Source: an optimization exercise on an open RTL-to-GDS flow (aim: small area, a short achievable clock period and few clock cycles per item). Production flows keep margins and buffers that such runs may drop. Power figures rest on the tool's default switching activity, not on a simulated workload.

Design kmp_substring_search_core, start of the top module:
module kmp_substring_search_core (
  input  logic                          clk_i,
  input  logic                          rst_ni,
  input  logic                          in_valid_i,
  output logic                          in_ready_o,
  input  logic [kmp_pkg::REQ_W-1:0]     req_type_i,
  input  logic [kmp_pkg::CHAR_W-1:0]    char_value_i,
  input  logic                          last_text_i,
  output logic                          out_valid_o,
  input  logic                          out_ready_i,
  output logic [kmp_pkg::STAT_W-1:0]    status_o,
  output logic [kmp_pkg::POS_W-1:0]     match_position_o,
  output logic [kmp_pkg::CNT_W-1:0]     pattern_count_o
);
  localparam int NP = kmp_pkg::MAX_PATTERN;
  logic o_v_q;
  logic hold, adv;
  logic sk_empty_q, sk_empty_d;
  logic rdy_q;
  logic xfer;
  assign hold = o_v_q & ~out_ready_i;
  assign adv  = ~hold;
  assign xfer = in_valid_i & rdy_q;
  assign sk_empty_d = adv | (sk_empty_q & ~xfer);
  always_ff @(posedge clk_i or negedge rst_ni) begin
    if (!rst_ni) rdy_q <= 1'b0;
    else         rdy_q <= sk_empty_d;
  end
  assign in_ready_o = rdy_q;
  logic       a_v_q;
  logic [1:0] a_t_q;
  logic [7:0] a_c_q;
  logic       a_l_q;
  logic [1:0] s_t_q;
  logic [7:0] s_c_q;
  logic       s_l_q;
  always_ff @(posedge clk_i or negedge rst_ni) begin
    if (!rst_ni) begin
      a_v_q      <= 1'b0;
      sk_empty_q <= 1'b1;
    end else begin
  ...
Size: about 2200 cells after synthesis, about 680 flip-flops, ~30000 um2 of cells after synthesis.
clock: 6.0 ns
lec_check: 0
abc_clock_period_in_ps: 2500
cap_margin: 20
core_margin: 2
core_utilization: 40
cts_buf_list: sky130_fd_sc_hd__clkbuf_16
cts_cluster_diameter: 100
cts_cluster_size: 30
setup_slack_margin: 3.8
slew_margin: 20
run.sh (not shown) runs the stock make flow with config.mk's settings and CLKGATE_MAP_FILE= SYNTH_SCRIPT=/design/flow/synth_recipe.tcl, a recipe that flattens the netlist after the stock synthesis.
Change:
--- a/flow/design.v
+++ b/flow/design.v
@@ -52,22 +52,19 @@
   localparam int NP = kmp_pkg::MAX_PATTERN;
   logic o_v_q;
   logic hold, adv;
   logic sk_empty_q, sk_empty_d;
   logic rdy_q;
   logic xfer;
   assign hold = o_v_q & ~out_ready_i;
   assign adv  = ~hold;
-  assign xfer = in_valid_i & rdy_q;
-  assign sk_empty_d = adv | (sk_empty_q & ~xfer);
-  always_ff @(posedge clk_i or negedge rst_ni) begin
-    if (!rst_ni) rdy_q <= 1'b0;
-    else         rdy_q <= sk_empty_d;
-  end
+  assign xfer = in_valid_i & sk_empty_q;
+  assign sk_empty_d = adv | (sk_empty_q & ~in_valid_i);
+  always_ff @(posedge clk_i) rdy_q <= sk_empty_d;
   assign in_ready_o = rdy_q;
   logic       a_v_q;
   logic [1:0] a_t_q;
   logic [7:0] a_c_q;
   logic       a_l_q;
   logic [1:0] s_t_q;
   logic [7:0] s_c_q;
   logic       s_l_q;
@@ -100,36 +97,30 @@
   end
   logic [7:0]    q_q [NP];
   logic [NP-1:0] e_q;
   logic [6:0]    len_q;
   logic [NP-1:0] inj;       
   logic [NP-1:0] eq;
   logic [NP-1:0] e_nxt;
   logic          b_go, b_shift, b_txt, b_start, full, hit;
-  logic          q_shift, qdone_q;
   assign full    = len_q[6];
   assign b_go    = a_v_q & adv;
   assign b_shift = b_go & (a_t_q == kmp_pkg::REQ_APPEND) & ~full;
-  assign q_shift = a_v_q & (a_t_q == kmp_pkg::REQ_APPEND) & ~full & ~qdone_q;
-  always_ff @(posedge clk_i or negedge rst_ni) begin
-    if (!rst_ni) qdone_q <= 1'b0;
-    else         qdone_q <= hold & (qdone_q | q_shift);
-  end
   assign b_txt   = b_go & (a_t_q == kmp_pkg::REQ_TEXT);
   assign b_start = b_go & (a_t_q == kmp_pkg::REQ_START);
   always_comb begin
     for (int j = 0; j < NP - 1; j++) inj[j] = (len_q[5:0] == 6'(j + 1));
     inj[NP-1] = full;
     for (int j = 0; j < NP; j++) eq[j] = (q_q[j] == a_c_q);
     e_nxt = ({1'b0, e_q[NP-1:1]} | inj) & eq;
   end
   assign hit = e_nxt[0];
   always_ff @(posedge clk_i) begin
-    if (q_shift) begin
+    if (b_shift) begin
       q_q[0] <= a_c_q;
       for (int j = 1; j < NP; j++) q_q[j] <= q_q[j-1];
     end
     if (b_start) e_q <= '0;
     else if (b_txt) e_q <= e_nxt;
     else if (b_shift) e_q <= {e_q[NP-2:0], 1'b0};
   end
   always_ff @(posedge clk_i or negedge rst_ni) begin
@@ -156,19 +147,17 @@
       c_t_q   <= a_t_q;
       c_l_q   <= a_l_q;
       c_hit_q <= hit;
       c_err_q <= full;
       c_cnt_q <= (a_t_q == kmp_pkg::REQ_CLEAR) ? 7'd0 :
                  (a_t_q == kmp_pkg::REQ_APPEND && !full) ? len_q + 7'd1 : len_q;
     end
   end
-  logic [16:0] tpx_q;
-  logic [16:0] tp_q;
-  assign tp_q = {tpx_q[16:1], ~tpx_q[0]};
+  logic [16:0] tp_q;        
   logic        found_q;
   logic [15:0] fpos_q;
   logic        c_go;
   logic [16:0] tp_inc;
   logic [15:0] hit_pos;
   logic        cnt_zero;
   assign c_go     = c_v_q & adv;
   assign tp_inc   = tp_q + 17'd1;
@@ -206,44 +195,40 @@
         end
       end
       kmp_pkg::REQ_START: f_clr = 1'b1;
       default: ;
     endcase
   end
   always_ff @(posedge clk_i or negedge rst_ni) begin
     if (!rst_ni) begin
-      tpx_q   <= '0;
+      tp_q    <= 17'd1;
       found_q <= 1'b0;
     end else if (c_go) begin
       if (f_clr) begin
-        tpx_q   <= '0;
+        tp_q    <= 17'd1;
         found_q <= 1'b0;
       end else begin
-        if (t_inc) tpx_q <= {tp_inc[16:1], ~tp_inc[0]};
+        if (t_inc) tp_q <= tp_inc;
         if (f_set) found_q <= 1'b1;
       end
     end
   end
   always_ff @(posedge clk_i) begin
     if (c_go && f_set) fpos_q <= pos;
   end
   logic [2:0]  o_st_q;
   logic [15:0] o_pos_q;
   logic [6:0]  o_cnt_q;
   always_ff @(posedge clk_i or negedge rst_ni) begin
     if (!rst_ni) o_v_q <= 1'b0;
     else if (adv) o_v_q <= c_v_q;
   end
-  always_ff @(posedge clk_i or negedge rst_ni) begin
-    if (!rst_ni) begin
-      o_st_q  <= '0;
-      o_pos_q <= '0;
-      o_cnt_q <= '0;
-    end else if (adv) begin
+  always_ff @(posedge clk_i) begin
+    if (adv) begin
       o_st_q  <= st;
       o_pos_q <= pos;
       o_cnt_q <= c_cnt_q;
     end
   end
   assign out_valid_o      = o_v_q;
   assign status_o         = o_st_q;
   assign match_position_o = o_pos_q;
Outcome:
- area after synthesis goes down by 1.9%
- cell area goes down by 2.2%
- clock power stays flat
- routed wire length goes down by 7.2%
- sequential power goes down by 14%
- power goes down by 19%
- global-route usage goes down by 1.0 points
- sequential share of layout area goes up by 1.6 points
- clock-buffer cell count goes up by 1
- hold slack improved by 0.0083 ns
- worst setup slack improved by 0.043 ns
No run of this note included a check of the RTL's function; only the layout flow was run.

-- port drivers added, routing unchanged --
How much do the figures lean on ideal ports? The routed layouts below were timed once more, with nothing changed but the port constraints.
Step 1: set_driving_cell puts a clkbuf_16 on clk_i and a buf_2 on each other input, an assumption about the parent block.
Step 2 adds t to the input delays and takes it off the output delays; t is the mean of the earliest and latest rising clock arrival at the registers after step 1. Input paths then give back, and output paths get back, about the clock's delay inside the block.
Three values: ideal ports, drivers, drivers and shift; two values: the first two.
run	t (ns)	slack for setup (ns)	hold slack, ns	latest minus earliest clock arrival (ns)
the first run	0.673	3.600 / 3.539 / 3.221	0.435 / 0.435 / 0.435	0.031 / 0.031
the second run	0.665	3.643 / 3.583 / 3.169	0.443 / 0.443 / 0.443	0.027 / 0.027
After both steps every run listed still meets setup and hold. The setup slack of the second run, which loses most, moves by -0.060 ns with the drivers and by -0.474 ns with both steps.
